This is an optimization exercise on Yosys and OpenROAD, whose aim is small area, not a production implementation. In this exercise RTL edits were held to simulation tests only and were not proved equivalent to the original. Power and IR drop assume default switching activity.

### flow/design.v
module axi_line_bridge #(
  parameter int LINE_WIDTH = 512
) (
  input  logic                  clk,
  input  logic                  rst,
  input  logic                  i_rreq,
  input  logic [31:0]           i_raddr,
  output logic                  i_rdone,
  output logic [LINE_WIDTH-1:0] i_rline,
  input  logic                  d_rreq,
  input  logic [31:0]           d_raddr,
  output logic                  d_rdone,
  output logic [LINE_WIDTH-1:0] d_rline,
  input  logic                  d_wreq,
  input  logic [31:0]           d_waddr,
  input  logic [LINE_WIDTH-1:0] d_wline,
  output logic                  d_wdone,
  output logic [31:0]           araddr,
  output logic [7:0]            arlen,
  output logic [2:0]            arsize,
  output logic [1:0]            arburst,
  output logic                  arvalid,
  input  logic                  arready,
  input  logic [31:0]           rdata,
  input  logic                  rlast,
  input  logic [1:0]            rresp,
  input  logic                  rvalid,
  output logic                  rready,
  output logic [31:0]           awaddr,
  output logic [7:0]            awlen,
  output logic [2:0]            awsize,
  output logic [1:0]            awburst,
  output logic                  awvalid,
  input  logic                  awready,
  output logic [31:0]           wdata,
  output logic [3:0]            wstrb,
  output logic                  wlast,
  output logic                  wvalid,
  input  logic                  wready,
  input  logic [1:0]            bresp,
  input  logic                  bvalid,
  output logic                  bready,
  output logic                  axi_err
);
  localparam int BEATS = LINE_WIDTH / 32;
  localparam int CW    = $clog2(BEATS);
  localparam int OFFS  = $clog2(LINE_WIDTH / 8);
  localparam logic [7:0]    LAST_BEAT = 8'(BEATS - 1);
  localparam logic [CW-1:0] CNT_LAST  = CW'(BEATS - 1);
  localparam logic [31:0]   ADDR_MASK = {{(32 - OFFS){1'b1}}, {OFFS{1'b0}}};
  localparam logic [2:0] S_IDLE = 3'd0;
  localparam logic [2:0] S_AR   = 3'd1;
  localparam logic [2:0] S_R    = 3'd2;
  localparam logic [2:0] S_AW   = 3'd3;
  localparam logic [2:0] S_W    = 3'd4;
  localparam logic [2:0] S_B    = 3'd5;
  logic [2:0]                 state;
  logic                       own_d;    
  logic [BEATS-1:0]           beat;     
  logic                       err;
  logic [LINE_WIDTH-33:0]     rbuf;     
  logic r_hs, b_hs, r_err, b_err;
  assign r_hs  = (state == S_R) && rvalid;
  assign b_hs  = (state == S_B) && bvalid;
  assign r_err = r_hs && ((rresp != 2'b00) || (rlast && !beat[BEATS-1]));
  assign b_err = b_hs && (bresp != 2'b00);
  always_ff @(posedge clk or posedge rst) begin
    if (rst) begin
      state <= S_IDLE;
      own_d <= 1'b0;
      beat  <= BEATS'(1);
      err   <= 1'b0;
    end else begin
      if (r_err || b_err) err <= 1'b1;
      case (state)
        S_IDLE: begin
          beat <= BEATS'(1);
          if (d_wreq) begin
            state <= S_AW;
          end else if (d_rreq) begin
            own_d <= 1'b1;
            state <= S_AR;
          end else if (i_rreq) begin
            own_d <= 1'b0;
            state <= S_AR;
          end
        end
        S_AR: if (arready) state <= S_R;
        S_R: if (rvalid) begin
          beat <= {beat[BEATS-2:0], beat[BEATS-1]};
          if (rlast) state <= S_IDLE;
        end
        S_AW: if (awready) state <= S_W;
        S_W: if (wready) begin
          beat <= {beat[BEATS-2:0], beat[BEATS-1]};
          if (beat[BEATS-1]) state <= S_B;
        end
        S_B: if (bvalid) state <= S_IDLE;
        default: state <= S_IDLE;
      endcase
    end
  end
  always_ff @(posedge clk) begin
    if (r_hs) rbuf <= {rdata, rbuf[LINE_WIDTH-33:32]};
  end
  assign araddr  = (own_d ? d_raddr : i_raddr) & ADDR_MASK;
  assign arlen   = LAST_BEAT;
  assign arsize  = 3'b010;
  assign arburst = 2'b01;
  assign arvalid = (state == S_AR);
  assign rready  = (state == S_R);
  assign awaddr  = d_waddr & ADDR_MASK;
  assign awlen   = LAST_BEAT;
  assign awsize  = 3'b010;
  assign awburst = 2'b01;
  assign awvalid = (state == S_AW);
  always_comb begin
    wdata = '0;
    for (int k = 0; k < BEATS; k++)
      wdata = wdata | (d_wline[32*k +: 32] & {32{beat[k]}});
  end
  assign wstrb   = 4'hF;
  assign wvalid  = (state == S_W);
  assign wlast   = (state == S_W) && beat[BEATS-1];
  assign bready  = (state == S_B);
  assign i_rdone = r_hs && rlast && !own_d;
  assign d_rdone = r_hs && rlast &&  own_d;
  assign d_wdone = b_hs;
  assign i_rline = {rdata, rbuf};
  assign d_rline = {rdata, rbuf};
  assign axi_err = err || r_err || b_err;
endmodule
### flow/flow/run.sh
#!/bin/bash
# Standard synthesis, then the write-data select re-mapped (flow/remux.py),
# then the standard layout with the port buffers made of the smallest buffer
# cell and clock tree synthesis without dummy balancing loads.
set -euo pipefail
here=$(pwd)
export BUFFER_PORTS_ARGS="-buffer_cell sky130_fd_sc_hd__buf_1"
export CTS_ARGS="-sink_clustering_enable -repair_clock_nets -dont_use_dummy_load -sink_clustering_size 22 -sink_clustering_max_diameter 120"
bash standard.sh synth > flow_synth.log 2>&1
res=$here/orfs/results/$FLOW_PLATFORM/axi_line_bridge/base
cp $res/1_2_yosys.v $here/yosys_orig.v
python3 $here/flow/remux.py $here/yosys_orig.v $res/1_2_yosys.v > remux.log 2>&1
rm -f $res/1_synth.odb $res/1_synth.sdc
bash standard.sh finish > flow_make.log 2>&1
### flow/flow/remux.py
#!/usr/bin/env python3
"""Re-map the write-data select of a Yosys netlist of axi_line_bridge.

wdata[k] is the OR over the sixteen beats j of d_wline[32*j+k] & beat[j].
Yosys/ABC map it with a22o/a221oi/nand4 cells; this rewrites each bit as
five a222oi (beats 0..14), a nand2 (beat 15), a nand4 and a nand3b, then
removes the cells that no longer drive anything. Registers are untouched.

usage: remux.py in.v out.v
"""
import re
import sys

src = open(sys.argv[1]).read()
m = re.search(r'\n(\s*)endmodule', src)
body_end = m.start()

inst_re = re.compile(r'^\s*(sky130_fd_sc_hd__\w+)\s+(\\\S+|\w+)\s*\((.*?)\);\s*$', re.S | re.M)
pin_re = re.compile(r'\.(\w+)\(\s*(.*?)\s*\)\s*(?:,|$)', re.S)
OUT_PINS = {'X', 'Y', 'Q', 'Q_N', 'HI', 'LO', 'COUT', 'SUM'}


def norm(n):
    n = n.strip()
    if n.startswith('\\'):
        n = n.split()[0] + ' '
    return n


cells = {}
order = []
for im in inst_re.finditer(src):
    typ, name, pins = im.group(1), im.group(2), im.group(3)
    conns = {p: norm(n) for p, n in pin_re.findall(pins)}
    cells[name] = dict(type=typ, conns=conns, span=im.span())
    order.append(name)

assert not re.search(r'^\s*assign\s', src, re.M), 'netlist has assigns'

driver = {}
loads = {}
for name, c in cells.items():
    for p, n in c['conns'].items():
        if p in OUT_PINS:
            driver[n] = name
        else:
            loads.setdefault(n, []).append(name)


def is_seq(typ):
    return re.search(r'__(e?df|sdf|dl)', typ) is not None


# Beat register outputs.
beat = {}
for name, c in cells.items():
    mm = re.match(r'\\beat\[(\d+)\]\$', name)
    if mm and is_seq(c['type']):
        beat[int(mm.group(1))] = c['conns']['Q']
assert sorted(beat) == list(range(16)), beat

new_cells = []
new_wires = []
removed = set()
for k in range(32):
    root = f'wdata[{k}]'
    # Cone of combinational cells behind wdata[k], down to ports and registers.
    cone = set()
    stack = [root]
    while stack:
        n = stack.pop()
        d = driver.get(n)
        if d is None or d in cone or is_seq(cells[d]['type']):
            continue
        cone.add(d)
        for p, nn in cells[d]['conns'].items():
            if p not in OUT_PINS:
                stack.append(nn)
    removed |= cone
    d = [f'd_wline[{32 * j + k}]' for j in range(16)]
    s = [beat[j] for j in range(16)]
    w = [f'remux_{k}_n{i}' for i in range(7)]
    new_wires += w
    for g in range(5):
        new_cells.append(('sky130_fd_sc_hd__a222oi_1', f'remux_{k}_a{g}', dict(
            A1=d[3 * g], A2=s[3 * g], B1=d[3 * g + 1], B2=s[3 * g + 1],
            C1=d[3 * g + 2], C2=s[3 * g + 2], Y=w[g])))
    new_cells.append(('sky130_fd_sc_hd__nand2_1', f'remux_{k}_b', dict(A=d[15], B=s[15], Y=w[5])))
    new_cells.append(('sky130_fd_sc_hd__nand4_1', f'remux_{k}_c', dict(A=w[0], B=w[1], C=w[2], D=w[3], Y=w[6])))
    new_cells.append(('sky130_fd_sc_hd__nand3b_1', f'remux_{k}_o', dict(A_N=w[6], B=w[4], C=w[5], Y=root)))

# The cone was found through every cell behind wdata; keep any cell that still
# drives something outside the removed set (shared logic), then drop dead cells.
def outputs(name):
    return [n for p, n in cells[name]['conns'].items() if p in OUT_PINS]


new_load_nets = set()
for typ, name, conns in new_cells:
    for p, n in conns.items():
        if p not in OUT_PINS:
            new_load_nets.add(n)
changed = True
while changed:
    changed = False
    for name in list(removed):
        for n in outputs(name):
            if n.startswith('wdata['):
                continue
            ext = [l for l in loads.get(n, []) if l not in removed]
            if ext or n in new_load_nets:
                removed.discard(name)
                changed = True
                break
# Cells kept outside the cone whose loads are now all removed are dead too.
changed = True
while changed:
    changed = False
    for name in order:
        if name in removed or is_seq(cells[name]['type']):
            continue
        outs = outputs(name)
        if not outs or any(not re.match(r'_\d+_$|\\?net', n) and not n.startswith('_') for n in outs):
            continue
        if all(all(l in removed for l in loads.get(n, [])) and n not in new_load_nets for n in outs):
            removed.add(name)
            changed = True

print(f'removed {len(removed)} cells, added {len(new_cells)}', file=sys.stderr)
out = []
pos = 0
for name in order:
    if name in removed:
        a, b = cells[name]['span']
        out.append(src[pos:a])
        pos = b
out.append(src[pos:body_end])
out.append('\n')
for wname in new_wires:
    out.append(f'  wire {wname};\n')
for typ, name, conns in new_cells:
    pins = ',\n'.join(f'    .{p}({n})' for p, n in conns.items())
    out.append(f'  {typ} {name} (\n{pins}\n  );\n')
out.append(src[body_end:])
open(sys.argv[2], 'w').write(''.join(out))
### flow/standard.sh
#!/bin/bash
# synth_recipe.tcl (not shown) runs the flow's synth.tcl, then flattens the netlist and writes it again
# the make line also repeats each setting of config.mk as NAME=value (left out here)
make -C /OpenROAD-flow-scripts/flow DESIGN_CONFIG=/design/flow/config.mk WORK_HOME=/design/flow/orfs CLKGATE_MAP_FILE= SYNTH_SCRIPT=/design/flow/synth_recipe.tcl "${@:-finish}"
### flow/config.mk
export PLATFORM = sky130hd
export DESIGN_NAME = axi_line_bridge
export DESIGN_NICKNAME = axi_line_bridge
export VERILOG_FILES = /design/flow/design.v
export SDC_FILE = /design/flow/constraint.sdc
export NUM_CORES = 4
export LEC_CHECK = 0
export CAP_MARGIN = 20
export CORE_AREA = 10 10 510 510
export DIE_AREA = 0 0 520 520
export PLACE_DENSITY = 0.4
export SLEW_MARGIN = 20
### flow/constraint.sdc
create_clock -name core_clock -period 5.0 [get_ports {clk}]
set_input_delay 1.0000 -clock core_clock [delete_from_list [all_inputs] [get_ports {clk}]]
set_output_delay 1.0000 -clock core_clock [all_outputs]
set_load 0.01 [all_outputs]
==> results.toml, run 1 <==
[outcome]
status = "finished clean"

[synthesis]
ys_warn_count = 1
postSynthCellCount = 1501
syn_area_um2 = 22600
syn_avg_cell_area_um2 = 15.1

[placement]
placedInstanceArea_um2 = 29000
portBuffers = 1702
pre_cts_ws_ps = 963
gp_congestion = 0.951
hpwlAfterDp_um = 231000

[timing]
setup_viol = 0
fmax_ghz = 0.213
slew_headroom_pct = 26.9
tightest_slew_ps = 1100
drv_slew = 0
fin_crit_ps = 4690
period_share_pct = 93.8
finClkSkew_ps = 62.3
finalHoldViolCount = 0
rsz0062_at_grt = "false"
setup_slack_ps = 309

[critical_path]
critPathCaptureType = "output port"
rr_endpoint = "rbuf[52]"
startpoint_type = "flip-flop"
worst_r2r_path_depth = 5
worstPathCellList = "a222oi_1 > nand4_1 > nand3b_1 > clkbuf_2"
crit_path_max_incr_delay_ps = 810
path_delay_family = "simple AND/OR/NAND/NOR gates"
crit_type = "flip-flop to output port"
r2r_setup_slack_ps = 1930
arrival_ps = 3690
cp.required_ps = 4000
reg2reg_from = "state[2]"
cp_slowest_cell = "a222oi_1"
worstPathMaxFanout = 17
critPathBufInv = 1

[final_layout]
nets = 3318
final_cell_mix = "1678 x buf_1, 480 x edfxtp_1, 160 x a222oi_1"
n_fill_cell = 28600
drive_gt1_share_pct = 5.56
finalInstanceArea_um2 = 30000
areaGrowthSynthToFinish_pct = 32.6
final_common_cell = "buf_1"

[detailed_routing]
postRouteAntennaNets = 0
wirelength_um = 255000
first_pass_iters = 9
drtIter0Drc = 3043
wire_per_inst_um = 42.4
drc_errors = 0
dr_total_vias = 19500
vias_per_cell = 3.24

[floorplan]
start_util_pct = 9.11
die_h_um = 520
core-area_um2 = 249000
io_pins = 1815
dieArea_um2 = 270000
floorplan.die.width_um = 520
num_rows = 183

[clocking]
post_cts_buffers = 0
clk_pin_slew_worst_paths_ps = 100
numCtsBuffers = 37
cts_buffer_depth = 3
htree_levels = 2
cts_tree = "done"
cts_root_buf = "clkbuf_16"
cts.sinks = 501
cts_hold_buf = 0
post_cts_resized = 0
clock_latency_ps = 640

[worst_hold_path]
holdPathEnd = "rbuf[128]"
holdCritStartpoint = "rbuf[160]"
hold_path_class = "flip-flop to flip-flop"
hold_path_depth = 0

[job]
max_cap_violations = 0

[global_routing]
grt_pass1_vias = 19800
track_usage_pct = 17.7
grt_pass1_wl_um = 300000
grt_overflow_total = 0
antenna_found_initial = 82
met2_usage_pct = 29.4
grt_max_degree = 163
grtUsageMet1_pct = 20.9
busiest_layer = "met2"
grtUsageMet3_pct = 9.22

[power]
vdd_drop_max_mv = 0.252
cellPowerDensity_nw_per_um2 = 521
leakage_nw = 8.26
[layout make-up]
class,instances,area [um2],share of cell area (%)
Inverter,3,11.3,0.0375
Multi-Input combinational cell,382,3070,10.2
Timing Repair Buffer,1738,6810,22.7
Antenna cell,36,90.1,0.300
Clock buffer,37,926,3.08
Sequential cell,501,15000,49.8
Tap cell,3330,4170,13.9
[power breakdown]
group | internal [W] | leakage, nW | switching, W
registers | 0.00570 | 4.64 | 0.00103
logic | 0.00128 | 3.16 | 0.00473
clock network | 0.00131 | 0.456 | 0.00161
total | 0.00829 | 8.26 | 0.00737
[sequential cells by signal, indices dropped and copies added (netlist names)]
signal / cells
rbuf: 480
own_d: 1
beat: 16
state: 3
err: 1
[how the worst max path moves through the flow]
stage                       from  slack, ps  depth (start not counted)        end
floorplan                 rvalid       -960                          3    axi_err
detailed placement  d_wline[216]        960                          5  wdata[24]
CTS                      beat[6]        470                          4  wdata[24]
global route             beat[6]        490                          4  wdata[24]
finish                   beat[6]        310                          4  wdata[24]
global placement    d_wline[216]        970                          5  wdata[24]
[worst register-to-register path, cell delays in order (launching register included)]
cell and delay (ps):
dfrtp_1 380, buf_4 180, nor3b_2 360, and2_4 470, buf_12 320, buf_12 630
[stage by stage]
stage / TNS [ps] / power [W] / hold slack (ps) / cells / utilization [%]
2_1_floorplan: -2550 / 0.00910 / 428 / 1541 / -
3_3_place_gp: 0 / 0.0133 / 448 / 5954 / 11.7
3_5_place_dp: 0 / 0.0133 / 450 / 5954 / 11.7
4_1_cts: 0 / 0.0163 / 432 / 5991 / 12.0
5_1_grt: 0 / 0.0164 / 435 / 5994 / 12.0
6_report: 0 / 0.0157 / 442 / 6027 / 12.1
[metal layers]
metal  vias up  wire length (um)  part of all wire (%)
met3       133             33600                    13
met4         8              3050                   1.2
met5         -                53                 0.021
li1       7512                 -                     -
met1     10200             99000                    39
met2      1632            120000                    47
==> run 2: changes to the inputs <==
--- a/flow/flow/run.sh
+++ b/flow/flow/run.sh
@@ -7,3 +7,3 @@
 export BUFFER_PORTS_ARGS="-buffer_cell sky130_fd_sc_hd__buf_1"
-export CTS_ARGS="-sink_clustering_enable -repair_clock_nets -dont_use_dummy_load -sink_clustering_size 22 -sink_clustering_max_diameter 120"
+export CTS_ARGS="-sink_clustering_enable -repair_clock_nets -dont_use_dummy_load -sink_clustering_size 25 -sink_clustering_max_diameter 150"
 bash standard.sh synth > flow_synth.log 2>&1
==> run 2 against run 1 <==
Utilization shrank 0.082 points. Largest power group unchanged. Maximum frequency is essentially flat. Routed wire length shrank 0.16%. Die area is the same. Sequential share of layout area grew 0.34 points. Critical path type unchanged.
==> results.toml, run 2 <==
[global_routing]
antenna_found_initial = 83
grt_overflow_total = 0
grt_pass1_wl_um = 299000
grtUsageMet3_pct = 9.44
busiest_layer = "met2"
track_usage_pct = 17.6
grtUsageMet1_pct = 20.7
grt_pass1_vias = 19700
grt_max_degree = 163
met2_usage_pct = 29.1

[floorplan]
dieArea_um2 = 270000
core-area_um2 = 249000
num_rows = 183
start_util_pct = 9.11
io_pins = 1815
die_h_um = 520
floorplan.die.width_um = 520

[timing]
fmax_ghz = 0.213
finClkSkew_ps = 83.5
drv_slew = 0
setup_viol = 0
finalHoldViolCount = 0
rsz0062_at_grt = "false"
setup_slack_ps = 309
slew_headroom_pct = 27.3
tightest_slew_ps = 1090
period_share_pct = 93.8
whs_ps = 416
fin_crit_ps = 4690

[final_layout]
regMostFlops = "rbuf"
drive_gt1_share_pct = 5.28
final_common_cell = "buf_1"
nets = 3310
n_fill_cell = 28700
largestRegisters = "rbuf x480, beat x16, state x3"
final_cell_mix = "1678 x buf_1, 480 x edfxtp_1, 160 x a222oi_1"
areaGrowthSynthToFinish_pct = 31.8
largest_reg_flops = 480
layout.cells.non_filler = 6018
multi_input_area_um2 = 3070
seq_area_um2 = 15000

[critical_path]
critPathCaptureType = "output port"
cp.required_ps = 4000
worstPathMaxFanout = 17
reg2reg_from = "state[2]"
worst_r2r_path_depth = 5
crit_type = "flip-flop to output port"
startpoint_type = "flip-flop"
r2r_setup_slack_ps = 1940
rr_endpoint = "rbuf[52]"
arrival_ps = 3690

[power]
p_seq_share_pct = 44.0
vdd_drop_max_mv = 0.323
p_switching_w = 0.00729
finalPower_w = 0.0153
internal_power_w = 0.00799
power.share.clock_pct = 16.5
cellPowerDensity_nw_per_um2 = 512
leakage_nw = 8.17
switching_share_pct = 47.7
comb_power_share_pct = 39.5

[synthesis]
ys_warn_count = 1
syn_avg_cell_area_um2 = 15.1
postSynthCellCount = 1501
syn_area_um2 = 22600

[clocking]
clk_pin_slew_worst_paths_ps = 110
cts_tree = "done"
post_cts_buffers = 0
post_cts_resized = 0
cts_hold_buf = 0
cts_root_buf = "clkbuf_16"
clock_latency_ps = 710
cts.sinks = 501
numCtsBuffers = 29
cts_buffer_depth = 3
htree_levels = 1

[placement]
portBuffers = 1702
pre_cts_ws_ps = 963
hpwlAfterDp_um = 231000
dp.cells = 5954
gp_congestion = 0.951

[detailed_routing]
wirelength_um = 255000
postRouteAntennaNets = 0
drc_errors = 0
dr_total_vias = 19600
vias_per_cell = 3.25
drtIter0Drc = 3176
first_pass_iters = 8
wire_per_inst_um = 42.4

[outcome]
status = "finished clean"

[worst_hold_path]
holdCritStartpoint = "rbuf[448]"
holdPathEnd = "rbuf[416]"
hold_path_class = "flip-flop to flip-flop"
hold_path_depth = 0

[job]
max_cap_violations = 0
==> run 2: cell count changes in the layout (fill, tap and decap cells not counted) <==
| cell | change |
|---|---|
| clkbuf_16 | -8 |
| diode_2 | -1 |
==> run 2: power groups by stage <==
stage / combinational, W / sequential (W) / clock (W)
4_1_cts: 0.00647 / 0.00675 / 0.00271
5_1_grt: 0.00644 / 0.00681 / 0.00280
2_1_floorplan: 0.00244 / 0.00666 / 0
6_report: 0.00603 / 0.00673 / 0.00253
3_5_place_dp: 0.00646 / 0.00684 / 0
3_3_place_gp: 0.00649 / 0.00682 / 0
==> run 2: metal layers <==
metal,vias up,routed length [um]
met5,-,81
met4,12,4010
met3,139,34200
met2,1716,119000
met1,10200,98100
li1,7501,-
==> run 2: stage by stage <==
| stage | TNS [ps] | utilization (%) | instance area (um2) |
|---|---|---|---|
| floorplan | -2550 | - | 22800 |
| CTS | 0 | 12.0 | 29700 |
| global route | 0 | 12.0 | 29800 |
| global placement | 0 | 11.7 | 29000 |
| detailed placement | 0 | 11.7 | 29000 |
| finish | 0 | 12.0 | 29800 |
==> run 2: area by class of cell <==
type,count,area share (%)
well taps,3330,14.0
flip-flops and latches,501,50.1
multi-input cells,382,10.3
clock buffers,29,2.43
inverters,3,0.0377
repair buffers,1738,22.8
diodes,35,0.294
==> run 2: worst max-delay path, cell delays in order (launching register included) <==
cell      delay [ps]
dfrtp_2          700
a222oi_1         830
nand4_1          640
nand3b_1         380
clkbuf_2         340
==> run 2: worst max-delay path by stage <==
stage,end,depth (start not counted),startpoint,slack (ps)
2_1_floorplan,axi_err,3,rvalid,-960
3_3_place_gp,wdata[24],5,d_wline[216],970
3_5_place_dp,wdata[24],5,d_wline[216],960
4_1_cts,wdata[24],4,beat[6],400
5_1_grt,wdata[24],4,beat[6],420
6_report,wdata[24],4,beat[6],310
==> run 3: changes to the inputs <==
--- a/flow/flow/run.sh
+++ b/flow/flow/run.sh
@@ -3,3 +3,4 @@
 # then the standard layout with the port buffers made of the smallest buffer
-# cell and clock tree synthesis without dummy balancing loads.
+# cell, one tie cell per constant value and clock tree synthesis without
+# dummy balancing loads.
 set -euo pipefail
@@ -7,2 +8,3 @@
 export BUFFER_PORTS_ARGS="-buffer_cell sky130_fd_sc_hd__buf_1"
+export SKIP_REPAIR_TIE_FANOUT=1
 export CTS_ARGS="-sink_clustering_enable -repair_clock_nets -dont_use_dummy_load -sink_clustering_size 25 -sink_clustering_max_diameter 150"
--- a/flow/flow/remux.py
+++ b/flow/flow/remux.py
@@ -5,4 +5,5 @@
 Yosys/ABC map it with a22o/a221oi/nand4 cells; this rewrites each bit as
-five a222oi (beats 0..14), a nand2 (beat 15), a nand4 and a nand3b, then
-removes the cells that no longer drive anything. Registers are untouched.
+five a222oi (beats 0..14), a nand2 (beat 15), a nand4 and a nand3b, and
+araddr's owner select as a22o cells, then removes the cells that no longer
+drive anything. Registers are untouched.
 
@@ -91,2 +92,19 @@
 
+# araddr[k] (k >= 6) is i_raddr[k] or d_raddr[k] by the read owner; Yosys
+# maps it to mux2_2. An a22o with one shared inverter on own_d is smaller.
+own = None
+for name, c in cells.items():
+    if re.match(r'\\own_d\$', name) and is_seq(c['type']):
+        own = c['conns']['Q']
+assert own is not None
+new_wires.append('remux_own_n')
+new_cells.append(('sky130_fd_sc_hd__inv_1', 'remux_own_inv', dict(A=own, Y='remux_own_n')))
+for k in range(6, 32):
+    root = f'araddr[{k}]'
+    d = driver[root]
+    assert cells[d]['type'].startswith('sky130_fd_sc_hd__mux2'), cells[d]
+    removed.add(d)
+    new_cells.append(('sky130_fd_sc_hd__a22o_1', f'remux_ar{k}', dict(
+        A1=f'i_raddr[{k}]', A2='remux_own_n', B1=f'd_raddr[{k}]', B2=own, X=root)))
+
 # The cone was found through every cell behind wdata; keep any cell that still
--- a/flow/config.mk
+++ b/flow/config.mk
@@ -7,3 +7,3 @@
 export LEC_CHECK = 0
-export CAP_MARGIN = 20
+export CAP_MARGIN = 10
 export CORE_AREA = 10 10 510 510
@@ -11,2 +11,2 @@
 export PLACE_DENSITY = 0.4
-export SLEW_MARGIN = 20
+export SLEW_MARGIN = 10
==> run 3 against run 2 <==
Critical endpoint is now wdata[6]. Routed wire length rose by 1.1%. Sequential share of layout area rose by 0.40 points. Clock power barely moved. Utilization fell by 0.095 points. Register-to-register slack got worse by 280 ps. Flip-flop and latch count did not move. Synthesized area fell by 0.29%.
==> results.toml, run 3 <==
[outcome]
status = "finished clean"

[timing]
setup_slack_ps = 543
whs_ps = 432
finClkSkew_ps = 126
setup_viol = 0
fmax_ghz = 0.224
drv_slew = 0
rsz0062_at_grt = "false"
fin_crit_ps = 4460
period_share_pct = 89.1
slew_headroom_pct = 23.1
tightest_slew_ps = 1150
finalHoldViolCount = 0

[placement]
pre_cts_ws_ps = 971
hpwlAfterDp_um = 234000
gp_congestion = 0.930
portBuffers = 1702

[power]
leakage_nw = 8.02
vdd_drop_max_mv = 0.330
cellPowerDensity_nw_per_um2 = 525

[critical_path]
worstPathMaxFanout = 25
crit_path_max_incr_delay_ps = 720
worst_r2r_path_depth = 5
r2r_setup_slack_ps = 1660
arrival_ps = 3460
reg2reg_from = "state[1]"
worstPathCellList = "a222oi_1 > nand4_1 > buf_4 > nand3b_1 > clkbuf_2"
cp.required_ps = 4000
critPathCaptureType = "output port"
rr_endpoint = "rbuf[0]"
crit_type = "flip-flop to output port"
startpoint_type = "flip-flop"
cp_slowest_cell = "dfrtp_2"

[job]
max_cap_violations = 0

[global_routing]
grt_pass1_wl_um = 303000
track_usage_pct = 17.9
grt_pass1_vias = 19600
antenna_found_initial = 74
grt_overflow_total = 0
grt_max_degree = 151

[floorplan]
io_pins = 1815
num_rows = 183
dieArea_um2 = 270000
start_util_pct = 9.08
die_h_um = 520
core-area_um2 = 249000
floorplan.die.width_um = 520

[detailed_routing]
wl_met2_um = 120000
dr_total_vias = 19400
drc_errors = 0
drtIter0Drc = 3234
wl_met1_um = 95800
wire_per_inst_um = 43.1
top_layer = "met5"
postRouteAntennaNets = 0
wirelength_um = 258000
first_pass_iters = 7
wl_met3_um = 36600
vias_per_cell = 3.24

[clocking]
cts_hold_buf = 0
clock_latency_ps = 730
cts.sinks = 501
clk_pin_slew_worst_paths_ps = 110
post_cts_buffers = 0
cts_root_buf = "clkbuf_16"
cts_tree = "done"
post_cts_resized = 0
cts_buffer_depth = 3
numCtsBuffers = 29
htree_levels = 1

[synthesis]
syn_area_um2 = 22600
postSynthCellCount = 1501
syn_avg_cell_area_um2 = 15.0
ys_warn_count = 1

[final_layout]
final_cell_mix = "1681 x buf_1, 480 x edfxtp_1, 160 x a222oi_1"
largest_reg_flops = 480
regMostFlops = "rbuf"
drive_gt1_share_pct = 4.21
final_common_cell = "buf_1"
nets = 3270
largestRegisters = "rbuf x480, beat x16, state x3"
areaGrowthSynthToFinish_pct = 31.1

[worst_hold_path]
hold_path_class = "primary input to asynchronous set/reset pin"
## run 3: critical path, delay by kind of cell (launching register included)
kind	cells	cell delay, ps
compound gates	1	580
simple gates	2	710
buf+inv	2	630
flops	1	720
## run 3: per-stage QoR
stage	cells	cell area, um2	total power (W)	TNS (ps)	utilization (%)
2_1_floorplan	1501	22600	0.00912	-2550	-
3_3_place_gp	5914	28800	0.0135	0	11.6
3_5_place_dp	5914	28800	0.0135	0	11.6
4_1_cts	5943	29500	0.0161	0	11.9
5_1_grt	5945	29500	0.0163	0	11.9
6_report	5981	29600	0.0155	0	11.9
## run 3: routing by layer
metal  up-vias  track usage (%)
met2      1630             29.6
li1       7489                -
met5         -                0
met1     10100             19.9
met3       143             10.9
met4        14             2.89
## run 3: how the worst max path moves through the flow
stage                             from       end  slack (ps)  cells after the start
after floorplan                 rvalid   axi_err        -960                      3
after global placement    d_wline[198]  wdata[6]        1000                      6
after detailed placement    d_wline[6]  wdata[6]         970                      6
after CTS                      beat[6]  wdata[6]         340                      5
after global routing           beat[6]  wdata[6]         360                      5
final                          beat[6]  wdata[6]         540                      5
## run 3: area by class of cell
type                       count  area, um2
multi-input combinational    342       2860
fill                       28700     219000
timing repair buffer        1737       6780
inverter                       4       15.0
antenna                       38       95.1
clock buffer                  29        726
sequential                   501      15000
tap                         3330       4170
## run 3: report_power, final
| part | internal [W] | leakage [nW] | total, W | switching [W] |
|---|---|---|---|---|
| registers | 0.00569 | 4.64 | 0.00686 | 0.00117 |
| logic | 0.00127 | 3.02 | 0.00611 | 0.00485 |
| clock network | 0.00102 | 0.358 | 0.00255 | 0.00153 |
==> run 4: changes to the inputs <==
--- a/flow/config.mk
+++ b/flow/config.mk
@@ -7,3 +7,3 @@
 export LEC_CHECK = 0
-export CAP_MARGIN = 10
+export CAP_MARGIN = 20
 export CORE_AREA = 10 10 510 510
@@ -11,2 +11,2 @@
 export PLACE_DENSITY = 0.4
-export SLEW_MARGIN = 10
+export SLEW_MARGIN = 20
==> run 4 against run 3 <==
Utilization unchanged. Synthesized area unchanged. Hold slack unchanged. Maximum frequency unchanged. Global-route usage unchanged. First-iteration DRC count unchanged. Combinational power about the same. Register-to-register slack about the same. Largest power group unchanged.
==> results.toml, run 4 <==
[outcome]
status = "finished clean"

[job]
max_cap_violations = 0

[placement]
portBuffers = 1702
hpwlAfterDp_um = 234000
gp_congestion = 0.930
dp.cells = 5914

[critical_path]
worstPathMaxFanout = 25
critPathCaptureType = "output port"
cp.required_ps = 4000
arrival_ps = 3460
startpoint_type = "flip-flop"
crit_type = "flip-flop to output port"

[timing]
fin_setup_tns_ps = 0
period_share_pct = 89.1
slew_headroom_pct = 23.1
drv_slew = 0
fmax_ghz = 0.224
rsz0062_at_grt = "false"
tightest_slew_ps = 1150
setup_viol = 0
whs_ps = 432
fin_crit_ps = 4460
finalHoldViolCount = 0
finClkSkew_ps = 126

[power]
switching_share_pct = 48.6
power.share.clock_pct = 16.4
cellPowerDensity_nw_per_um2 = 525
p_switching_w = 0.00755
leakage_nw = 8.02
vdd_drop_max_mv = 0.330
finalPower_w = 0.0155
internal_power_w = 0.00798
comb_power_share_pct = 39.4
p_seq_share_pct = 44.2

[clocking]
post_cts_buffers = 0
cts_buffer_depth = 3
numCtsBuffers = 29
cts.sinks = 501
cts_hold_buf = 0
clock_latency_ps = 730
post_cts_resized = 0
htree_levels = 1
cts_tree = "done"
cts_root_buf = "clkbuf_16"
clk_pin_slew_worst_paths_ps = 110

[synthesis]
postSynthCellCount = 1501
ys_warn_count = 1
syn_avg_cell_area_um2 = 15.0
syn_area_um2 = 22600

[floorplan]
io_pins = 1815
floorplan.die.width_um = 520
dieArea_um2 = 270000
num_rows = 183
start_util_pct = 9.08
core-area_um2 = 249000
die_h_um = 520

[detailed_routing]
wirelength_um = 258000
first_pass_iters = 7
wire_per_inst_um = 43.1
drc_errors = 0
drtIter0Drc = 3234
dr_total_vias = 19400
postRouteAntennaNets = 0
vias_per_cell = 3.24

[final_layout]
nets = 3270
layout.cells.non_filler = 5981
final_cell_mix = "1681 x buf_1, 480 x edfxtp_1, 160 x a222oi_1"
drive_gt1_share_pct = 4.21
final_common_cell = "buf_1"
n_fill_cell = 28700
largestRegisters = "rbuf x480, beat x16, state x3"
areaGrowthSynthToFinish_pct = 31.1
final_util_pct = 11.9
regMostFlops = "rbuf"
largest_reg_flops = 480

[global_routing]
grt_overflow_total = 0
antenna_found_initial = 74
grt_max_degree = 151
grt_pass1_vias = 19600
track_usage_pct = 17.9
grt_pass1_wl_um = 303000

[worst_hold_path]
hold_path_class = "primary input to asynchronous set/reset pin"
==> run 4: cell counts in the layout (fill, tap and decap cells not counted) <==
No cell type changed its count.
==> run 4: critical path, cell delays in order, from the launching register on <==
cell and delay, ps:
dfrtp_2 720, a222oi_1 580, nand4_1 350, buf_4 280, nand3b_1 360, clkbuf_2 350
==> run 4: path summary, 6_finish.rpt <==
| path | startpoint | endpoint | slack [ps] | cells after the start |
|---|---|---|---|---|
| max | beat[6] | wdata[6] | 540 | 5 |
| min in group core_clock | rbuf[441] | rbuf[409] | 460 | 0 |
| max in group asynchronous | rst | beat[3] | 3900 | 2 |
| max reg2reg | state[1] | rbuf[0] | 1660 | 5 |
| min reg2reg | rbuf[441] | rbuf[409] | 460 | 0 |
| min | rst | beat[11] | 430 | 2 |
==> run 4: layer usage <==
layer	up-vias	global-route usage, %	share of wire [%]
li1	7489	-	-
met1	10100	19.9	37
met2	1630	29.6	47
met3	143	10.9	14
met4	14	2.89	2.0
met5	-	0	0.043
==> run 4: layout make-up <==
cell class,instances,area [um2],share of cell area [%]
Clock buffer,29,726,2.45
Multi-Input combinational cell,342,2860,9.66
Inverter,4,15.0,0.0507
Timing Repair Buffer,1737,6780,22.9
Sequential cell,501,15000,50.5
Tap cell,3330,4170,14.1
Antenna cell,38,95.1,0.321
==> run 4: per-stage QoR <==
stage,instance area (um2),setup WS [ps]
2_1_floorplan,22600,-962
3_3_place_gp,28800,997
3_5_place_dp,28800,971
4_1_cts,29500,341
5_1_grt,29500,359
6_report,29600,543
==> run 4: power groups by stage <==
stage          Sequential [W]  Combinational, W  Clock, W
4_1_cts               0.00688           0.00651   0.00272
2_1_floorplan         0.00668           0.00244         0
3_5_place_dp          0.00697           0.00650         0
3_3_place_gp          0.00695           0.00653         0
6_report              0.00686           0.00611   0.00255
5_1_grt               0.00695           0.00650   0.00281
==> run 5: changes to the inputs <==
--- a/flow/design.v
+++ b/flow/design.v
@@ -58,3 +58,3 @@
   logic                       own_d;    
-  logic [BEATS-1:0]           beat;     
+  logic [CW-1:0]              cnt;      
   logic                       err;
@@ -64,3 +64,3 @@
   assign b_hs  = (state == S_B) && bvalid;
-  assign r_err = r_hs && ((rresp != 2'b00) || (rlast && !beat[BEATS-1]));
+  assign r_err = r_hs && ((rresp != 2'b00) || (rlast && (cnt != CNT_LAST)));
   assign b_err = b_hs && (bresp != 2'b00);
@@ -70,3 +70,3 @@
       own_d <= 1'b0;
-      beat  <= BEATS'(1);
+      cnt   <= '0;
       err   <= 1'b0;
@@ -76,3 +76,3 @@
         S_IDLE: begin
-          beat <= BEATS'(1);
+          cnt <= '0;
           if (d_wreq) begin
@@ -89,3 +89,3 @@
         S_R: if (rvalid) begin
-          beat <= {beat[BEATS-2:0], beat[BEATS-1]};
+          cnt <= cnt + 1'b1;
           if (rlast) state <= S_IDLE;
@@ -94,4 +94,4 @@
         S_W: if (wready) begin
-          beat <= {beat[BEATS-2:0], beat[BEATS-1]};
-          if (beat[BEATS-1]) state <= S_B;
+          cnt <= cnt + 1'b1;
+          if (cnt == CNT_LAST) state <= S_B;
         end
@@ -116,10 +116,6 @@
   assign awvalid = (state == S_AW);
-  always_comb begin
-    wdata = '0;
-    for (int k = 0; k < BEATS; k++)
-      wdata = wdata | (d_wline[32*k +: 32] & {32{beat[k]}});
-  end
+  assign wdata   = d_wline[cnt*32 +: 32];
   assign wstrb   = 4'hF;
   assign wvalid  = (state == S_W);
-  assign wlast   = (state == S_W) && beat[BEATS-1];
+  assign wlast   = (state == S_W) && (cnt == CNT_LAST);
   assign bready  = (state == S_B);
--- a/flow/flow/run.sh
+++ b/flow/flow/run.sh
@@ -4,3 +4,3 @@
 # cell, one tie cell per constant value and clock tree synthesis without
-# dummy balancing loads.
+# dummy balancing loads; each data bit's pins are kept together (flow/pins.tcl).
 set -euo pipefail
@@ -9,2 +9,3 @@
 export SKIP_REPAIR_TIE_FANOUT=1
+export PRE_IO_PLACEMENT_TCL=$here/flow/pins.tcl
 export CTS_ARGS="-sink_clustering_enable -repair_clock_nets -dont_use_dummy_load -sink_clustering_size 25 -sink_clustering_max_diameter 150"
==> flow/flow/pins.tcl (new file) <==
# Keep each data bit's pins together: for bit b, the sixteen i_rline and
# d_rline bits of that bit position, rdata[b], wdata[b] and the sixteen
# d_wline bits, so the bit's line-buffer flip-flops and write-data select
# sit next to their pins.
for {set b 0} {$b < 32} {incr b} {
  set names {}
  for {set w 0} {$w < 16} {incr w} {
    set i [expr {32 * $w + $b}]
    lappend names "i_rline\[$i\]" "d_rline\[$i\]"
  }
  lappend names "rdata\[$b\]" "wdata\[$b\]"
  for {set w 0} {$w < 16} {incr w} {
    lappend names "d_wline\[[expr {32 * $w + $b}]\]"
  }
  set_io_pin_constraint -group -order -pin_names $names
}
--- a/flow/flow/remux.py
+++ b/flow/flow/remux.py
@@ -3,5 +3,7 @@
 
-wdata[k] is the OR over the sixteen beats j of d_wline[32*j+k] & beat[j].
+wdata[k] is the OR over the sixteen beats j of d_wline[32*j+k] & beat[j],
+where beat[j] is (cnt == j) for the beat counter cnt.
 Yosys/ABC map it with a22o/a221oi/nand4 cells; this rewrites each bit as
-five a222oi (beats 0..14), a nand2 (beat 15), a nand4 and a nand3b, and
+a decoder of cnt (four inverters, eight nor2, sixteen and2) shared by all
+bits, and per bit five a222oi (beats 0..14), a nand2 (beat 15), a nand4 and a nand3b, and
 araddr's owner select as a22o cells, then removes the cells that no longer
@@ -54,9 +56,9 @@
 
-# Beat register outputs.
-beat = {}
+# Beat counter register outputs, decoded here to sixteen select lines.
+cnt = {}
 for name, c in cells.items():
-    mm = re.match(r'\\beat\[(\d+)\]\$', name)
+    mm = re.match(r'\\cnt\[(\d+)\]\$', name)
     if mm and is_seq(c['type']):
-        beat[int(mm.group(1))] = c['conns']['Q']
-assert sorted(beat) == list(range(16)), beat
+        cnt[int(mm.group(1))] = c['conns']['Q']
+assert sorted(cnt) == list(range(4)), cnt
 
@@ -64,2 +66,21 @@
 new_wires = []
+# cnt_n[i] = ~cnt[i]; lo[l] = (cnt[1:0] == l); hi[h] = (cnt[3:2] == h);
+# beat[4h+l] = hi[h] & lo[l].
+cn = [f'remux_cn{i}' for i in range(4)]
+for i in range(4):
+    new_cells.append(('sky130_fd_sc_hd__inv_1', f'remux_cinv{i}', dict(A=cnt[i], Y=cn[i])))
+lo = [f'remux_lo{l}' for l in range(4)]
+hi = [f'remux_hi{h}' for h in range(4)]
+for l in range(4):
+    a = cn[0] if l & 1 else cnt[0]
+    b = cn[1] if l & 2 else cnt[1]
+    new_cells.append(('sky130_fd_sc_hd__nor2_1', f'remux_lo{l}_g', dict(A=a, B=b, Y=lo[l])))
+    a = cn[2] if l & 1 else cnt[2]
+    b = cn[3] if l & 2 else cnt[3]
+    new_cells.append(('sky130_fd_sc_hd__nor2_1', f'remux_hi{l}_g', dict(A=a, B=b, Y=hi[l])))
+beat = {}
+for j in range(16):
+    beat[j] = f'remux_sel{j}'
+    new_cells.append(('sky130_fd_sc_hd__and2_1', f'remux_sel{j}_g', dict(A=lo[j % 4], B=hi[j // 4], X=beat[j])))
+new_wires += cn + lo + hi + [beat[j] for j in range(16)]
 removed = set()
--- a/flow/config.mk
+++ b/flow/config.mk
@@ -7,6 +7,6 @@
 export LEC_CHECK = 0
-export CAP_MARGIN = 20
+export CAP_MARGIN = 10
 export CORE_AREA = 10 10 510 510
 export DIE_AREA = 0 0 520 520
-export PLACE_DENSITY = 0.4
-export SLEW_MARGIN = 20
+export PLACE_DENSITY = 0.85
+export SLEW_MARGIN = 10
==> run 5 against run 4 <==
Still clean. Global-route usage shrank 11 points. Clock skew shrank 85 ps. Utilization shrank 0.21 points. Final cell count shrank 0.37%. Register-to-register slack gained 370 ps.
==> results.toml, run 5 <==
[global_routing]
met2_usage_pct = 10.1
track_usage_pct = 6.94
antenna_found_initial = 3
grt_pass1_wl_um = 136000
grt_overflow_total = 0
grt_pass1_vias = 17900
busiest_layer = "met2"
grt_max_degree = 133
grtUsageMet3_pct = 5.81
grtUsageMet1_pct = 7.18

[detailed_routing]
first_pass_iters = 10
drc_errors = 0
wire_per_inst_um = 17.9
wirelength_um = 107000
drtIter0Drc = 2215
postRouteAntennaNets = 0
dr_total_vias = 17600
vias_per_cell = 2.96

[final_layout]
n_fill_cell = 28200
largestRegisters = "rbuf x480, cnt x4, state x3"
largest_reg_flops = 480
final_common_cell = "buf_1"
drive_gt1_share_pct = 3.17
areaGrowthSynthToFinish_pct = 30.6
final_cell_mix = "1702 x buf_1, 480 x edfxtp_1, 160 x a222oi_1"
regMostFlops = "rbuf"
final_util_pct = 11.7
seq_area_um2 = 14600
nets = 3280
multi_input_area_um2 = 2950

[power]
comb_power_share_pct = 35.8
power.share.clock_pct = 16.2
cellPowerDensity_nw_per_um2 = 439
leakage_nw = 7.80
p_seq_share_pct = 48.0
switching_share_pct = 40.4
vdd_drop_max_mv = 0.317
internal_power_w = 0.00760
p_switching_w = 0.00516

[placement]
gp_congestion = 0.853
hpwlAfterDp_um = 81700
portBuffers = 1702

[floorplan]
floorplan.die.width_um = 520
io_pins = 1815
core-area_um2 = 249000
num_rows = 183
die_h_um = 520
dieArea_um2 = 270000
start_util_pct = 8.96

[timing]
rsz0062_at_grt = "false"
fin_crit_ps = 4510
slew_headroom_pct = 6.26
setup_viol = 0
drv_slew = 0
fin_setup_tns_ps = 0
tightest_slew_ps = 1410
finalHoldViolCount = 0
period_share_pct = 90.2
finClkSkew_ps = 41.0
fmax_ghz = 0.222

[worst_hold_path]
hold_path_class = "primary input to asynchronous set/reset pin"

[critical_path]
cp.required_ps = 4000
r2r_setup_slack_ps = 2030
crit_path_max_incr_delay_ps = 870
reg2reg_from = "state[1]"
cp_slowest_cell = "and2_4"
worstPathMaxFanout = 27
critPathCaptureType = "output port"
rr_endpoint = "rbuf[348]"
worstPathCellList = "inv_1 > nor2_1 > and2_4 > buf_4 > a222oi_1 > nand4_1 > nand3b_1 > buf_1"
path_delay_family = "simple AND/OR/NAND/NOR gates"
critPathBufInv = 3
startpoint_type = "flip-flop"
arrival_ps = 3510
crit_type = "flip-flop to output port"
worst_r2r_path_depth = 4
cp.depth = 8

[clocking]
htree_levels = 1
numCtsBuffers = 23
clk_pin_slew_worst_paths_ps = 70
clock_latency_ps = 680
cts_root_buf = "clkbuf_16"
cts_buffer_depth = 3
post_cts_buffers = 0
cts.sinks = 489
cts_tree = "done"
post_cts_resized = 0
cts_hold_buf = 0

[synthesis]
syn_avg_cell_area_um2 = 15.0
syn_area_um2 = 22300
postSynthCellCount = 1488
ys_warn_count = 1

[job]
max_cap_violations = 0

[outcome]
status = "finished clean"
==> run 5: through the flow <==
stage	cells	total power (W)	instance area, um2	hold slack (ps)	worst slack [ps]
floorplan	1488	0.00896	22300	448	387
global placement	5929	0.0106	28500	461	1400
detailed placement	5929	0.0107	28500	454	1290
CTS	5952	0.0128	29100	176	495
global route	5953	0.0134	29100	214	408
finish	5959	0.0128	29100	270	490
==> run 5: cell type report <==
cell class	count	area share, %
Inverter	10	0.129
Antenna cell	7	0.0602
Timing Repair Buffer	1737	23.0
Clock buffer	23	1.98
Sequential cell	489	50.3
Multi-Input combinational cell	363	10.2
Tap cell	3330	14.3
==> run 5: worst max-delay path by stage <==
stage,endpoint,startpoint
floorplan,axi_err,rvalid
CTS,wdata[3],cnt[0]
global route,wdata[7],cnt[0]
finish,wdata[12],cnt[2]
global placement,wdata[28],cnt[0]
detailed placement,wdata[8],cnt[0]
==> run 5: layer usage <==
layer | part of all wire [%] | vias up
met1 | 33 | 8443
li1 | - | 7442
met4 | 4.1 | 4
met3 | 20 | 160
met5 | 0.053 | -
met2 | 43 | 1596
==> run 5: worst reg2reg max path, cell delays in order, from the launching register on <==
cell and delay [ps]:
dfrtp_1 570, nor3b_1 460, and2_4 630, buf_12 280, buf_12 530
==> run 5: power groups by stage <==
| stage | clock network, W | logic, W | registers [W] |
|---|---|---|---|
| after floorplan | 0 | 0.00252 | 0.00644 |
| after global placement | 0 | 0.00441 | 0.00616 |
| after detailed placement | 0 | 0.00449 | 0.00619 |
| after CTS | 0.00223 | 0.00449 | 0.00612 |
| after global routing | 0.00236 | 0.00478 | 0.00622 |
| final | 0.00207 | 0.00456 | 0.00613 |
==> run 6: changes to the inputs <==
--- a/flow/config.mk
+++ b/flow/config.mk
@@ -10,3 +10,3 @@
 export DIE_AREA = 0 0 520 520
-export PLACE_DENSITY = 0.85
+export PLACE_DENSITY = 0.55
 export SLEW_MARGIN = 10
==> run 6 against run 5 <==
Still clean on timing, DRC and antenna. Die area is the same. Non-clock buffer count decreased by 15. Design area is 0.40% lower. Sequential share of layout area grew 0.20 points.
==> results.toml, run 6 <==
[floorplan]
dieArea_um2 = 270000
num_rows = 183
floorplan.die.width_um = 520
core-area_um2 = 249000
io_pins = 1815
die_h_um = 520
start_util_pct = 8.96

[critical_path]
cp.required_ps = 4000
r2r_setup_slack_ps = 2080
worstPathMaxFanout = 30
critPathCaptureType = "output port"
crit_type = "flip-flop to output port"
startpoint_type = "flip-flop"
reg2reg_from = "state[1]"
rr_endpoint = "rbuf[126]"
worst_r2r_path_depth = 4
arrival_ps = 3460

[clocking]
post_cts_buffers = 0
numCtsBuffers = 23
clk_pin_slew_worst_paths_ps = 100
clock_latency_ps = 650
cts.sinks = 489
post_cts_resized = 0
cts_root_buf = "clkbuf_16"
htree_levels = 1
cts_hold_buf = 0
cts_tree = "done"
cts_buffer_depth = 3

[detailed_routing]
drc_errors = 0
vias_per_cell = 3.04
dr_total_vias = 18000
first_pass_iters = 12
wire_per_inst_um = 19.3
drtIter0Drc = 2316
wirelength_um = 115000
postRouteAntennaNets = 0

[final_layout]
largest_reg_flops = 480
drive_gt1_share_pct = 2.61
n_fill_cell = 28400
regMostFlops = "rbuf"
multi_input_area_um2 = 2950
largestRegisters = "rbuf x480, cnt x4, state x3"
seq_area_um2 = 14600
areaGrowthSynthToFinish_pct = 30.0
finalInstanceArea_um2 = 29000
final_cell_mix = "1702 x buf_1, 480 x edfxtp_1, 160 x a222oi_1"
nets = 3265
final_common_cell = "buf_1"

[timing]
drv_slew = 0
slew_headroom_pct = 7.69
fin_setup_tns_ps = 0
rsz0062_at_grt = "false"
fmax_ghz = 0.224
finClkSkew_ps = 17.4
tightest_slew_ps = 1390
fin_crit_ps = 4460
setup_viol = 0
finalHoldViolCount = 0
period_share_pct = 89.1

[synthesis]
postSynthCellCount = 1488
ys_warn_count = 1
syn_area_um2 = 22300
syn_avg_cell_area_um2 = 15.0

[power]
vdd_drop_max_mv = 0.376
cellPowerDensity_nw_per_um2 = 441
leakage_nw = 7.72

[placement]
portBuffers = 1702
placedInstanceArea_um2 = 28400
hpwlAfterDp_um = 87300
gp_congestion = 0.901

[global_routing]
grt_pass1_wl_um = 146000
grt_overflow_total = 0
grt_pass1_vias = 18600
track_usage_pct = 7.52
antenna_found_initial = 9
grt_max_degree = 162

[worst_hold_path]
hold_path_class = "primary input to asynchronous set/reset pin"

[job]
max_cap_violations = 0

[outcome]
status = "finished clean"
run 6: where the power goes:
group          switching [W]  total [W]  internal, W
logic                0.00334    0.00454      0.00120
registers           0.000546    0.00612      0.00557
clock network        0.00129    0.00211     0.000819
run 6: stage by stage:
stage / total power (W) / util (%) / hold slack (ps) / worst slack [ps] / cells
floorplan: 0.00896 / - / 448 / 387 / 1488
global placement: 0.0106 / 11.4 / 456 / 1450 / 5914
detailed placement: 0.0106 / 11.4 / 453 / 1350 / 5914
CTS: 0.0128 / 11.6 / 209 / 562 / 5937
global route: 0.0133 / 11.6 / 264 / 495 / 5938
finish: 0.0128 / 11.6 / 295 / 543 / 5938
run 6: how the worst max path moves through the flow:
| stage | depth (start not counted) | end | from | slack (ps) |
|---|---|---|---|---|
| final | 8 | wdata[12] | cnt[2] | 540 |
| after CTS | 8 | wdata[28] | cnt[0] | 560 |
| after floorplan | 3 | axi_err | rvalid | 390 |
| after detailed placement | 8 | wdata[28] | cnt[0] | 1350 |
| after global routing | 8 | wdata[28] | cnt[0] | 490 |
| after global placement | 8 | wdata[10] | cnt[0] | 1450 |
run 6: worst max-delay path, stage by stage (launching register included):
cell and delay [ps]:
dfrtp_1 480, inv_1 90, nor2_1 240, and2_4 950, buf_4 320, a222oi_1 100
nand4_1 150, nand3b_1 120, buf_1 170
run 6: per-layer routing:
layer  vias to the layer above  track usage, %  routed length, um
met1                      8697            8.38              40500
met4                         6            2.75               4530
met2                      1733            10.4              45800
met3                       201            5.93              22900
met5                         -            2.35                924
li1                       7392               -                  -
run 6: area by class of cell:
cell class | instances | share of cell area [%]
Inverter | 10 | 0.130
Sequential cell | 489 | 50.5
Multi-Input combinational cell | 363 | 10.2
Tap cell | 3330 | 14.4
Clock buffer | 23 | 1.99
Antenna cell | 1 | 0.00864
Timing Repair Buffer | 1722 | 22.7
==> run 7: changes to the inputs <==
--- a/flow/config.mk
+++ b/flow/config.mk
@@ -10,3 +10,3 @@
 export DIE_AREA = 0 0 520 520
-export PLACE_DENSITY = 0.55
+export PLACE_DENSITY = 0.4
 export SLEW_MARGIN = 10
==> run 7 against run 6 <==
Flip-flop and latch count unchanged. Maximum frequency rose by 0.78%. Final cell count rose by 0.49%. Combinational power down about 10%. Total power fell by 3.4%. Setup slack improved by 35 ps. Largest power group unchanged.
==> results.toml, run 7 <==
[outcome]
status = "finished clean"

[clocking]
cts_root_buf = "clkbuf_16"
clock_latency_ps = 640
post_cts_buffers = 0
post_cts_resized = 0
cts_tree = "done"
numCtsBuffers = 23
htree_levels = 1
cts_hold_buf = 0
cts.sinks = 489
clk_pin_slew_worst_paths_ps = 90
cts_buffer_depth = 3

[timing]
setup_viol = 0
finClkSkew_ps = 21.9
fmax_ghz = 0.226
fin_setup_tns_ps = 0
drv_slew = 0
period_share_pct = 88.4
slew_headroom_pct = 21.2
finalHoldViolCount = 0
whs_ps = 306
fin_crit_ps = 4420
tightest_slew_ps = 1180
rsz0062_at_grt = "false"

[final_layout]
areaGrowthSynthToFinish_pct = 30.8
seq_area_um2 = 14600
final_cell_mix = "1702 x buf_1, 480 x edfxtp_1, 160 x a222oi_1"
layout.cells.non_filler = 5967
largestRegisters = "rbuf x480, cnt x4, state x3"
regMostFlops = "rbuf"
multi_input_area_um2 = 2950
nets = 3286
n_fill_cell = 28500
drive_gt1_share_pct = 3.39
largest_reg_flops = 480
final_common_cell = "buf_1"

[detailed_routing]
dr_total_vias = 17400
vias_per_cell = 2.92
first_pass_iters = 9
wire_per_inst_um = 17.8
postRouteAntennaNets = 0
drc_errors = 0
drtIter0Drc = 2324
wirelength_um = 106000

[global_routing]
track_usage_pct = 6.96
antenna_found_initial = 6
grt_pass1_wl_um = 139000
grt_max_degree = 150
grt_overflow_total = 0
grt_pass1_vias = 18200

[placement]
dp.cells = 5935
gp_congestion = 0.789
hpwlAfterDp_um = 80000
portBuffers = 1702

[power]
vdd_drop_max_mv = 0.245
leakage_nw = 7.83
cellPowerDensity_nw_per_um2 = 424
finalPower_w = 0.0123

[synthesis]
syn_avg_cell_area_um2 = 15.0
postSynthCellCount = 1488
syn_area_um2 = 22300
ys_warn_count = 1

[critical_path]
critPathBufInv = 3
path_delay_family = "simple AND/OR/NAND/NOR gates"
critPathCaptureType = "output port"
crit_path_max_incr_delay_ps = 800
startpoint_type = "flip-flop"
worstPathMaxFanout = 24
crit_type = "flip-flop to output port"
cp.required_ps = 4000
worstPathCellList = "inv_1 > nor2_1 > and2_4 > buf_4 > a222oi_1 > nand4_1 > nand3b_1 > buf_1"
arrival_ps = 3420
cp_slowest_cell = "and2_4"

[floorplan]
die_h_um = 520
dieArea_um2 = 270000
core-area_um2 = 249000
num_rows = 183
start_util_pct = 8.96
io_pins = 1815
floorplan.die.width_um = 520

[worst_hold_path]
hold_path_class = "primary input to asynchronous set/reset pin"

[job]
max_cap_violations = 0
-- run 7: layout make-up --
| class | instances | share of cell area (%) |
|---|---|---|
| Antenna cell | 9 | 0.0773 |
| Tap cell | 3330 | 14.3 |
| Inverter | 10 | 0.129 |
| Timing Repair Buffer | 1743 | 23.1 |
| Clock buffer | 23 | 1.98 |
| Sequential cell | 489 | 50.3 |
| Multi-Input combinational cell | 363 | 10.1 |
-- run 7: path summary, 6_finish.rpt --
path                           start        end  slack [ps]  depth (start not counted)
setup / recovery              cnt[0]  wdata[26]         580                          8
min in group core_clock    rbuf[286]  rbuf[254]         480                          0
hold reg to reg            rbuf[286]  rbuf[254]         480                          0
max in group asynchronous        rst     cnt[3]        4420                          2
hold / removal                   rst        err         310                          2
setup reg to reg            state[1]  rbuf[446]        2020                          3
-- run 7: metrics by stage --
stage                     setup slack (ps)  area (um2)  util [%]
after global placement                1340       28500      11.5
final                                  578       29100      11.7
after detailed placement              1300       28500      11.5
after global routing                   443       29100      11.7
after floorplan                        387       22300         -
after CTS                              528       29100      11.7
-- run 7: worst reg2reg max path: cells and delay by family, from the launching register on --
kind                   cells  cell delay, ps
flip-flops                 1             610
AND/OR/NAND/NOR            2            1030
buffers and inverters      1             570
-- run 7: where the power goes --
group          total, W  internal (W)  switching, W  leakage [nW]
Sequential      0.00615       0.00557      0.000588          4.51
Clock           0.00210      0.000819       0.00128         0.283
Combinational   0.00408       0.00124       0.00285          3.05
-- run 7: metal layers --
metal	global-route usage, %	up-vias	part of all wire, %
met4	2.60	0	3.3
met1	7.57	8413	34
met3	3.16	111	14
met2	11.9	1460	49
met5	0	-	0
li1	-	7449	-
==> run 8: changes to the inputs <==
--- a/flow/config.mk
+++ b/flow/config.mk
@@ -10,3 +10,3 @@
 export DIE_AREA = 0 0 520 520
-export PLACE_DENSITY = 0.4
+export PLACE_DENSITY = 0.65
 export SLEW_MARGIN = 10
==> run 8 against run 7 <==
Via count is 0.18% higher. Setup slack better by 130 ps. Final cell count is 0.47% lower. Critical path type unchanged. Clock power hardly changed. First-iteration DRC count is 13% lower. Hold slack better by 36 ps. Still clean. Routed wire length is 7.6% higher. Largest cell class unchanged.
==> results.toml, run 8 <==
[global_routing]
grtUsageMet1_pct = 7.79
grt_max_degree = 150
busiest_layer = "met2"
grt_pass1_vias = 17700
grt_pass1_wl_um = 143000
grtUsageMet3_pct = 5.18
met2_usage_pct = 11.8
track_usage_pct = 7.52
antenna_found_initial = 18
grt_overflow_total = 0

[floorplan]
num_rows = 183
die_h_um = 520
dieArea_um2 = 270000
floorplan.die.width_um = 520
start_util_pct = 8.96
core-area_um2 = 249000
io_pins = 1815

[critical_path]
worstPathCellList = "inv_1 > nor2_1 > and2_4 > a222oi_1 > nand4_1 > nand3b_1 > buf_1"
startpoint_type = "flip-flop"
arrival_ps = 3300
crit_type = "flip-flop to output port"
worstPathMaxFanout = 32
crit_path_max_incr_delay_ps = 970
critPathBufInv = 2
cp.required_ps = 4000
cp_slowest_cell = "and2_4"
path_delay_family = "simple AND/OR/NAND/NOR gates"
critPathCaptureType = "output port"

[power]
finalPower_w = 0.0127
leakage_nw = 7.69
vdd_drop_max_mv = 0.323
cellPowerDensity_nw_per_um2 = 440

[clocking]
htree_levels = 1
clock_latency_ps = 660
cts_buffer_depth = 3
cts_tree = "done"
numCtsBuffers = 23
cts.sinks = 489
cts_hold_buf = 0
post_cts_resized = 0
clk_pin_slew_worst_paths_ps = 100
cts_root_buf = "clkbuf_16"
post_cts_buffers = 0

[final_layout]
drive_gt1_share_pct = 2.35
final_util_pct = 11.6
nets = 3258
regMostFlops = "rbuf"
largest_reg_flops = 480
n_fill_cell = 28300
largestRegisters = "rbuf x480, cnt x4, state x3"
areaGrowthSynthToFinish_pct = 29.9
final_cell_mix = "1702 x buf_1, 480 x edfxtp_1, 160 x a222oi_1"
final_common_cell = "buf_1"

[timing]
setup_viol = 0
fin_crit_ps = 4300
whs_ps = 341
finClkSkew_ps = 22.9
tightest_slew_ps = 1410
drv_slew = 0
rsz0062_at_grt = "false"
fin_setup_tns_ps = 0
period_share_pct = 85.9
finalHoldViolCount = 0
slew_headroom_pct = 6.39
fmax_ghz = 0.233

[detailed_routing]
wirelength_um = 114000
drtIter0Drc = 2027
drc_errors = 0
wire_per_inst_um = 19.3
vias_per_cell = 2.94
postRouteAntennaNets = 0
first_pass_iters = 9
dr_total_vias = 17500

[synthesis]
ys_warn_count = 1
postSynthCellCount = 1488
syn_area_um2 = 22300
syn_avg_cell_area_um2 = 15.0

[placement]
hpwlAfterDp_um = 85300
gp_congestion = 0.846
portBuffers = 1702

[outcome]
status = "finished clean"

[job]
max_cap_violations = 0

[worst_hold_path]
hold_path_class = "primary input to asynchronous set/reset pin"
run 8: changes by cell type in the layout (fill, tap and decap cells not counted), sizes merged:
cell  change
buf      -28
run 8: stage by stage:
step / worst slack [ps] / instance area [um2] / instances
finish: 704 / 28900 / 5939
global route: 549 / 28900 / 5939
CTS: 722 / 28900 / 5930
detailed placement: 1510 / 28300 / 5907
global placement: 1520 / 28300 / 5907
floorplan: 387 / 22300 / 1488
run 8: area by class of cell:
class	instances	area [um2]	share of cell area, %
inverter	10	37.5	0.130
multi-input combinational	363	2950	10.2
tap	3330	4170	14.4
antenna	9	22.5	0.0778
clock buffer	23	576	1.99
sequential	489	14600	50.6
timing repair buffer	1715	6540	22.6
run 8: routing by layer:
| metal | vias to the layer above | wire length, um |
|---|---|---|
| met5 | - | 57 |
| met4 | 4 | 5700 |
| met3 | 177 | 20800 |
| met2 | 1516 | 50800 |
| met1 | 8381 | 37100 |
| li1 | 7387 | - |
run 8: worst paths after layout:
kind | start | to | slack [ps] | cells past startpoint
min in group core_clock | rbuf[173] | rbuf[141] | 480 | 0
hold / removal | rst | cnt[2] | 340 | 2
setup / recovery | cnt[2] | wdata[15] | 700 | 7
hold reg to reg | rbuf[173] | rbuf[141] | 480 | 0
max in group asynchronous | rst | state[2] | 4370 | 2
setup reg to reg | state[1] | rbuf[447] | 1830 | 4
run 8: power breakdown:
group	switching, W	leakage [nW]	total, W	internal [W]
clock	0.00128	0.283	0.00210	0.000818
sequential	0.000560	4.51	0.00613	0.00557
combinational	0.00331	2.90	0.00450	0.00119
==> run 9: changes to the inputs <==
--- a/flow/config.mk
+++ b/flow/config.mk
@@ -10,2 +10,4 @@
 export DIE_AREA = 0 0 520 520
+export GPL_ROUTABILITY_DRIVEN = 0
+export GPL_TIMING_DRIVEN = 0
 export PLACE_DENSITY = 0.65
==> run 9 against run 8 <==
Still clean. Global-route usage increased by 0.57 points. Combinational power increased by 22%. Register-to-register slack improved by 20 ps. Total power increased by 8.3%. Critical path type unchanged. Largest cell class unchanged. Largest power group unchanged.
==> results.toml, run 9 <==
[power]
comb_power_share_pct = 39.8
switching_share_pct = 39.1
internal_power_w = 0.00840
power.share.clock_pct = 15.4
p_switching_w = 0.00539
leakage_nw = 10.8
p_seq_share_pct = 44.8
cellPowerDensity_nw_per_um2 = 406
finalPower_w = 0.0138
vdd_drop_max_mv = 0.240

[detailed_routing]
drc_errors = 0
vias_per_cell = 3.00
drtIter0Drc = 2482
first_pass_iters = 10
wire_per_inst_um = 18.6
dr_total_vias = 19800
wirelength_um = 123000
postRouteAntennaNets = 0

[critical_path]
cp.depth = 3
critPathCaptureType = "output port"
crit_type = "flip-flop to output port"
startpoint_type = "flip-flop"
critPathBufInv = 2
r2r_setup_slack_ps = 1850
rr_endpoint = "rbuf[181]"
critPathCapture = "araddr[15]"
cp_slowest_cell = "inv_1"
worstPathCellList = "inv_1 > a22o_1 > buf_1"
cp.required_ps = 4000
crit_path_max_incr_delay_ps = 1030
arrival_ps = 3680
path_delay_family = "buffers and inverters"
worstPathMaxFanout = 28
worst_r2r_path_depth = 5
critPathLaunch = "own_d"
reg2reg_from = "state[2]"

[synthesis]
ys_warn_count = 1
syn_avg_cell_area_um2 = 15.0
syn_area_um2 = 22300
postSynthCellCount = 1488

[global_routing]
antenna_found_initial = 18
grt_pass1_vias = 19900
track_usage_pct = 8.09
grt_max_degree = 158
grt_overflow_total = 0
grt_pass1_wl_um = 156000

[placement]
hpwlAfterDp_um = 104000
pre_cts_ws_ps = 819
portBuffers = 1728

[timing]
slew_headroom_pct = 11.3
tightest_slew_ps = 1340
finalHoldViolCount = 0
drv_slew = 0
whs_ps = 323
finClkSkew_ps = 33.1
setup_viol = 0
period_share_pct = 93.7
fin_crit_ps = 4680
fmax_ghz = 0.214
rsz0062_at_grt = "false"
setup_slack_ps = 317

[clocking]
htree_levels = 1
cts_buffer_depth = 3
post_cts_buffers = 0
clk_pin_slew_worst_paths_ps = 110
numCtsBuffers = 23
cts_tree = "done"
cts_root_buf = "clkbuf_16"
cts.sinks = 489
clock_latency_ps = 670
cts_hold_buf = 0
post_cts_resized = 0

[floorplan]
io_pins = 1815
die_h_um = 520
num_rows = 183
dieArea_um2 = 270000
start_util_pct = 8.96
core-area_um2 = 249000
floorplan.die.width_um = 520

[outcome]
status = "finished clean"

[job]
max_cap_violations = 0

[final_layout]
nets = 3916
regMostFlops = "rbuf"
final_common_cell = "buf_1"
areaGrowthSynthToFinish_pct = 52.5
largest_reg_flops = 480
largestRegisters = "rbuf x480, cnt x4, state x3"
drive_gt1_share_pct = 21.2
final_cell_mix = "1728 x buf_1, 617 x buf_4, 480 x edfxtp_1"

[worst_hold_path]
hold_path_class = "primary input to asynchronous set/reset pin"
## run 9: cell count changes in the layout (fill, tap and decap cells not counted), sizes merged
cell and delta:
buf +654, diode -6, clkbuf +4
## run 9: power by group through the flow
| stage | clock [W] | sequential (W) | combinational [W] |
|---|---|---|---|
| 3_3_place_gp | 0 | 0.00634 | 0.00530 |
| 2_1_floorplan | 0 | 0.00644 | 0.00252 |
| 4_1_cts | 0.00231 | 0.00618 | 0.00545 |
| 6_report | 0.00212 | 0.00618 | 0.00550 |
| 5_1_grt | 0.00240 | 0.00628 | 0.00579 |
| 3_5_place_dp | 0 | 0.00624 | 0.00545 |
## run 9: metal layers
metal  up-vias  routed length (um)  GRT usage, %
met1      9337               40700          8.56
met5         -                   0             0
met3       198               20500          5.01
li1       8699                   -             -
met4         0                5320          3.01
met2      1525               56400          13.1
## run 9: metrics by stage
step | setup TNS [ps] | util, % | cell area (um2) | instances
floorplan | 0 | - | 22300 | 1488
global placement | -19070 | 13.2 | 32900 | 6546
detailed placement | 0 | 13.4 | 33400 | 6565
CTS | 0 | 13.7 | 34000 | 6588
global route | 0 | 13.7 | 34000 | 6589
finish | 0 | 13.7 | 34000 | 6591
## run 9: final cells by class
class	instances	area [um2]
timing repair buffer	1747	6890
tap	3330	4170
fill	28100	215000
clock buffer	23	576
antenna	3	7.51
inverter	10	37.5
multi-input combinational	363	2950
sequential	489	14600
buffer	626	4710
## run 9: how the worst min path moves through the flow
| stage | startpoint | cells past startpoint | slack (ps) | endpoint |
|---|---|---|---|---|
| 4_1_cts | rst | 2 | 230 | cnt[3] |
| 3_5_place_dp | rbuf[210] | 0 | 460 | rbuf[178] |
| 5_1_grt | rst | 2 | 270 | cnt[2] |
| 2_1_floorplan | err | 1 | 450 | err |
| 6_report | rst | 2 | 320 | cnt[3] |
| 3_3_place_gp | rbuf[53] | 0 | 460 | rbuf[21] |

[re-timing with driven ports]
No port has a modelled driver above. Below, the same layouts with a new extraction and two added sets of constraints. Step 1: set_driving_cell puts a clkbuf_16 on clk and a buf_2 on each other input, an assumption about the parent block. Step 2 adds t to the input delays and takes it off the output delays; t is the mean of the earliest and latest rising clock arrival at the registers after step 1. Input paths then give back, and output paths get back, about the clock's delay inside the block. a / b / c = ideal ports / drivers / drivers and shift; a / b = the first two.
run | shift t [ns] | setup slack, ns | worst slew at a driven data input, ns
run 1 | 0.689 | 0.309 / 0.235 / 0.746 | 0.45
run 2 | 0.740 | 0.309 / 0.236 / 0.816 | 0.48
run 3 | 0.740 | 0.543 / 0.471 / 1.037 | 0.34
run 4 | 0.740 | 0.543 / 0.471 / 1.037 | 0.34
run 5 | 0.736 | 0.490 / 0.402 / 1.139 | 0.53
run 6 | 0.720 | 0.543 / 0.462 / 1.182 | 0.72
run 7 | 0.718 | 0.578 / 0.493 / 1.212 | 0.75
run 8 | 0.734 | 0.704 / 0.616 / 1.322 | 0.58
run 9 | 0.745 | 0.317 / 0.224 / 0.706 | 0.57
After both steps every run listed still meets setup and hold.
